Background: an optimization exercise with open tools, aiming at small area, a short achievable clock period and few clock cycles. Do not read the settings as production practice.
Function was checked by simulation only, so behaviour that the tests miss may differ from the original.
Power figures rest on the tool's default switching activity, not on a simulated workload.

== job 9940 ==
==> flow/design.v <==
package upscale_pkg;
    typedef logic [12-1:0] pixel_t;
    typedef logic [$clog2(8*8)-1:0] out_addr_t;
    typedef logic [1:0] win_idx_t;
    typedef logic [3:0] write_mode_t;
    typedef enum logic [1:0] {
        IDLE,
        SCAN,
        DRAIN
    } scan_state_t;
endpackage
`timescale 1ns/1ps
module upscale_top (
    input  logic   clk,
    input  logic   rst,
    input  logic   pix_valid,
    input  upscale_pkg::pixel_t pix_data,
    input  logic   start,
    output logic   busy,
    output logic   done,
    input  logic [2:0]  rd_row,
    output logic [8*12-1:0] rd_data
);
    localparam int PW = 12;
    logic [PW-1:0] live [0:15];
    logic [PW-1:0] live_nx [0:15];
    logic [PW-1:0] snap [0:15];
    logic [3:0]    wr_ptr;
    logic          busy_q;
    logic          zero_q;    
    wire acc_pix   = pix_valid & ~busy_q;
    wire acc_start = start & ~busy_q;
    always_ff @(posedge clk) begin
        if (!rst) begin
            wr_ptr <= '0;
            busy_q <= 1'b0;
            zero_q <= 1'b1;
        end else begin
            if (acc_pix) wr_ptr <= wr_ptr + 4'd1;
            busy_q <= acc_start;
            if (acc_start) zero_q <= 1'b0;
        end
    end
    always_comb begin
        for (int k = 0; k < 16; k++) begin
            live_nx[k] = ({PW{acc_pix && wr_ptr == 4'(k)}} & pix_data)
                       | ({PW{!(acc_pix && wr_ptr == 4'(k))}} & live[k]);
        end
    end
    always_ff @(posedge clk) begin
        for (int k = 0; k < 16; k++) begin
            live[k] <= live_nx[k];
            if (acc_start) snap[k] <= live_nx[k];
        end
    end
    assign busy = busy_q;
    assign done = busy_q;
    logic [3:0] st, sb;
    always_comb begin
        st = '0;
        sb = '0;
        case (rd_row)
            3'd0: begin st[0] = 1'b1; sb[0] = 1'b1; end
            3'd1: begin st[0] = 1'b1; sb[1] = 1'b1; end
            3'd2: begin st[1] = 1'b1; sb[0] = 1'b1; end
            3'd3: begin st[1] = 1'b1; sb[2] = 1'b1; end
            3'd4: begin st[2] = 1'b1; sb[1] = 1'b1; end
            3'd5: begin st[2] = 1'b1; sb[3] = 1'b1; end
            3'd6: begin st[3] = 1'b1; sb[2] = 1'b1; end
            default: begin st[3] = 1'b1; sb[3] = 1'b1; end
        endcase
        if (zero_q) begin
            st = '0;
            sb = '0;
        end
    end
    logic [PW-1:0] tp [0:3];
    logic [PW-1:0] bt [0:3];
    logic [PW+1:0] vs [0:3];
    logic [PW+1:0] vc [0:3];
    logic [PW+1:0] v [0:3];
    for (genvar c = 0; c < 4; c++) begin : g_v
        assign tp[c] = ({PW{st[0]}} & snap[c])     | ({PW{st[1]}} & snap[4+c])
                     | ({PW{st[2]}} & snap[8+c])   | ({PW{st[3]}} & snap[12+c]);
        assign bt[c] = ({PW{sb[0]}} & snap[c])     | ({PW{sb[1]}} & snap[4+c])
                     | ({PW{sb[2]}} & snap[8+c])   | ({PW{sb[3]}} & snap[12+c]);
        assign vs[c] = {1'b0, tp[c], 1'b0} ^ {2'b0, tp[c]} ^ {2'b0, bt[c]};
        assign vc[c] = ((({1'b0, tp[c], 1'b0} & {2'b0, tp[c]}) | ({1'b0, tp[c], 1'b0} & {2'b0, bt[c]})
                        | ({2'b0, tp[c]} & {2'b0, bt[c]}))) << 1;
        assign v[c]  = vs[c] + vc[c];
    end
    logic [PW+3:0] hs [1:6];
    logic [PW+3:0] hc [1:6];
    logic [PW+3:0] h [1:6];
    logic [PW+1:0] hl [1:6];
    logic [PW+1:0] hr [1:6];
    assign hl[1] = v[0]; assign hr[1] = v[1];
    assign hl[2] = v[1]; assign hr[2] = v[0];
    assign hl[3] = v[1]; assign hr[3] = v[2];
    assign hl[4] = v[2]; assign hr[4] = v[1];
    assign hl[5] = v[2]; assign hr[5] = v[3];
    assign hl[6] = v[3]; assign hr[6] = v[2];
    for (genvar j = 1; j <= 6; j++) begin : g_h
        assign hs[j] = {1'b0, hl[j], 1'b0} ^ {2'b0, hl[j]} ^ {2'b0, hr[j]};
        assign hc[j] = ((({1'b0, hl[j], 1'b0} & {2'b0, hl[j]}) | ({1'b0, hl[j], 1'b0} & {2'b0, hr[j]})
                        | ({2'b0, hl[j]} & {2'b0, hr[j]}))) << 1;
        assign h[j]  = hs[j] + hc[j];
    end
    assign rd_data[0*PW +: PW] = v[0][PW+1:2];
    assign rd_data[1*PW +: PW] = h[1][PW+3:4];
    assign rd_data[2*PW +: PW] = h[2][PW+3:4];
    assign rd_data[3*PW +: PW] = h[3][PW+3:4];
    assign rd_data[4*PW +: PW] = h[4][PW+3:4];
    assign rd_data[5*PW +: PW] = h[5][PW+3:4];
    assign rd_data[6*PW +: PW] = h[6][PW+3:4];
    assign rd_data[7*PW +: PW] = v[3][PW+1:2];
endmodule
==> flow/config.mk <==
export PLATFORM = sky130hd
export DESIGN_NAME = upscale_top
export DESIGN_NICKNAME = upscale_top
export VERILOG_FILES = /design/flow/design.v
export SDC_FILE = /design/flow/constraint.sdc
export NUM_CORES = 4
export LEC_CHECK = 0
export ABC_AREA = 1
export CAP_MARGIN = 20
export CORE_MARGIN = 2
export CORE_UTILIZATION = 40
export SLEW_MARGIN = 20
==> flow/constraint.sdc <==
create_clock -name core_clock -period 9.0 [get_ports {clk}]
set_input_delay 1.8000 -clock core_clock [delete_from_list [all_inputs] [get_ports {clk}]]
set_output_delay 1.8000 -clock core_clock [all_outputs]
set_load 0.01 [all_outputs]
standard.sh (not shown) runs the stock make flow with config.mk's settings and CLKGATE_MAP_FILE= SYNTH_SCRIPT=/design/flow/synth_recipe.tcl, a recipe that flattens the netlist after the stock synthesis.
==> flow/flow/run.sh <==
#!/bin/bash
# Layout flow: the standard ORFS flow (standard synthesis unchanged), except that the
# buffer put on every input and output port is a plain buf_1 rather than the delay-cell
# buffer that buffer_ports picks by default. Timing repair still resizes these buffers.
# Runs in the work folder; make's full output goes to flow_make.log there, and ORFS keeps
# each step's own log under orfs/logs/.
set -euo pipefail
bash standard.sh "BUFFER_PORTS_ARGS=-buffer_cell sky130_fd_sc_hd__buf_1" finish > flow_make.log 2>&1
Every stage of the flow completed for job 9940, and the final layout passed the timing, design-rule and antenna checks.
Testbench counts of job 9940, summed over its fixed seeds: cycles 6,528.
Modified inputs, job 8297 compared to job 9940
==> flow/run.sh (new file) <==
#!/bin/bash
# synth_recipe.tcl (not shown) runs the flow's synth.tcl, then flattens the netlist and writes it again
# the make line also repeats each setting of config.mk as NAME=value (left out here)
make -C /OpenROAD-flow-scripts/flow DESIGN_CONFIG=/design/flow/config.mk WORK_HOME=/design/flow/orfs CLKGATE_MAP_FILE= SYNTH_SCRIPT=/design/flow/synth_recipe.tcl finish
--- a/flow/config.mk
+++ b/flow/config.mk
@@ -7,6 +7,5 @@
 export LEC_CHECK = 0
-export ABC_AREA = 1
 export CAP_MARGIN = 20
 export CORE_MARGIN = 2
-export CORE_UTILIZATION = 40
+export CORE_UTILIZATION = 65
 export SLEW_MARGIN = 20
removed: flow/flow/run.sh
removed: flow/standard.sh
==> comparison <==
- Job 8297 finished all stages; layout check result: FAIL, due to negative setup slack.
- The number of instances in the synthesized netlist of job 8297 falls short of that of job 9940 by about 26%.
- The non-clock buffer count in job 9940 is 0.35 times that in job 8297.
- Diff job 9940 and job 8297: number of setup violations in the final report higher in job 8297
- Going from job 9940 to job 8297, met1 usage in global routing grows by 17 points.
- Going from job 9940 to job 8297, placed wire-length estimate after detailed placement went down 3.6%; cell area after layout went up 14%.
Input changes introduced in job 5054 (baseline for comparison: job 8297):
--- a/flow/config.mk
+++ b/flow/config.mk
@@ -10,2 +10,4 @@
 export CORE_UTILIZATION = 65
+export GPL_TIMING_DRIVEN = 0
+export SETUP_SLACK_MARGIN = 0.15
 export SLEW_MARGIN = 20
## What came out
- Going from job 8297 to job 5054, leakage power figure dropped 0.0013 µW; cell area after layout dropped 960 µm²; gate count after technology mapping barely changed; placement-stage cell area dropped 11%; area added between synthesis and finish dropped 4.2 points.
- Cmp job 5054 and job 8297 / final critical-path share of the clock period / higher: job 8297
- In the flow results for job 5054 and job 8297, the number of non-filler instances in the completed layout is larger on job 8297.
- [job 5054 vs job 8297] final total power: lower in job 5054
- On global-route usage, the lower figure sits with job 5054, not job 8297.
- What the final checks of job 5054 revealed, after a flow that finished every stage, was a layout that fails on negative setup slack.
- Compared with job 8297, critical path depth in job 5054 increased by more than 10%.
### job 5054 -> job 622
--- a/flow/config.mk
+++ b/flow/config.mk
@@ -7,7 +7,6 @@
 export LEC_CHECK = 0
+export ABC_AREA = 1
 export CAP_MARGIN = 20
 export CORE_MARGIN = 2
-export CORE_UTILIZATION = 65
-export GPL_TIMING_DRIVEN = 0
-export SETUP_SLACK_MARGIN = 0.15
+export CORE_UTILIZATION = 40
 export SLEW_MARGIN = 20
Notes after the runs:
Looking at placed wire-length estimate across both flows, job 622 is the weaker of the two, with job 5054 ahead.
Job 622 completed; timing, DRC and antenna clean
Re worst setup slack: job 622 and job 5054 aren't equal, and the lower value belongs to job 5054.
Changes observed in job 622 relative to job 5054: time the worst path needs with I/O delays and setup -0.44 ns; wire length of the first global-routing pass went up; synthesized area has increased; number of antenna violations at the first check in global routing now sits at about the same level.
--- input diff job 622..job 4205 ---
==> flow/flow/run.sh (new file) <==
#!/bin/bash
# Layout flow: the standard ORFS flow (standard synthesis unchanged) with two changes:
# - the buffer put on every input and output port is a plain buf_1 rather than the
#   delay-cell buffer that buffer_ports picks by default (timing repair still resizes it);
# - clock tree synthesis uses clkbuf_8 buffers and inserts no dummy loads.
# Runs in the work folder; make's full output goes to flow_make.log there, and ORFS keeps
# each step's own log under orfs/logs/.
set -euo pipefail
bash standard.sh \
  "BUFFER_PORTS_ARGS=-buffer_cell sky130_fd_sc_hd__buf_1" \
  "CTS_ARGS=-sink_clustering_enable -repair_clock_nets -buf_list sky130_fd_sc_hd__clkbuf_8 -dont_use_dummy_load" \
  finish > flow_make.log 2>&1
==> flow/standard.sh (new file) <==
#!/bin/bash
# synth_recipe.tcl (not shown) runs the flow's synth.tcl, then flattens the netlist and writes it again
# the make line also repeats each setting of config.mk as NAME=value (left out here)
make -C /OpenROAD-flow-scripts/flow DESIGN_CONFIG=/design/flow/config.mk WORK_HOME=/design/flow/orfs CLKGATE_MAP_FILE= SYNTH_SCRIPT=/design/flow/synth_recipe.tcl "${@:-finish}"
removed: flow/run.sh
- The area of the multi-input gates reported for job 4205 is smaller than that of job 622 by about 1.3%.
- Cmp job 622 and job 4205 / overall power consumption / higher: job 622
- Run comparison: job 622 critical path capture point rd_data[22]; job 4205 critical path capture point rd_data[81]
- Between job 622 and job 4205, the non-clock buffer instance count of the final layout is lower for job 4205.
- Cell area ended up 14% lower on job 4205 than on job 622.
- Non-clock buffer contribution to total cell area was higher in the run labelled job 622.
- All of job 622 and job 4205 finish clean.
- Against job 622, job 4205 comes in 0.071 ns higher on worst setup slack.

==> afterwards: timing with drivers on the ports <==
In the flow no input, the clock included, has a driving cell. The finished layouts below were timed again as built, in two steps. Step 1: set_driving_cell puts a clkbuf_16 on clk and a buf_2 on each other input, an assumption about the parent block. Step 2 moves the port delays by t, midway between the first and last clock arrival at a register: inputs arrive t later, outputs are due t later. That takes back most of the time a late clock gives input paths. Slacks: ideal ports / drivers / drivers and shift; pairs: ideal ports / drivers.
run	t (ns)	slack for setup (ns)	hold WS [ns]	worst setup path after step 2
job 9940	0.558	0.382 / 0.357 / 0.357	0.469 / 0.469 / 0.469	input to output
job 8297	0.581	-0.233 / -0.288 / -0.288	0.477 / 0.477 / 0.477	input to output
job 5054	0.579	-0.127 / -0.184 / -0.184	0.472 / 0.472 / 0.472	input to output
job 622	0.571	0.311 / 0.293 / 0.293	0.467 / 0.467 / 0.467	input to output
job 4205	0.611	0.382 / 0.355 / 0.355	0.464 / 0.464 / 0.464	input to output
For job 5054, which loses most, drivers alone change the setup slack by -0.057 ns; drivers and shift together by -0.057 ns.
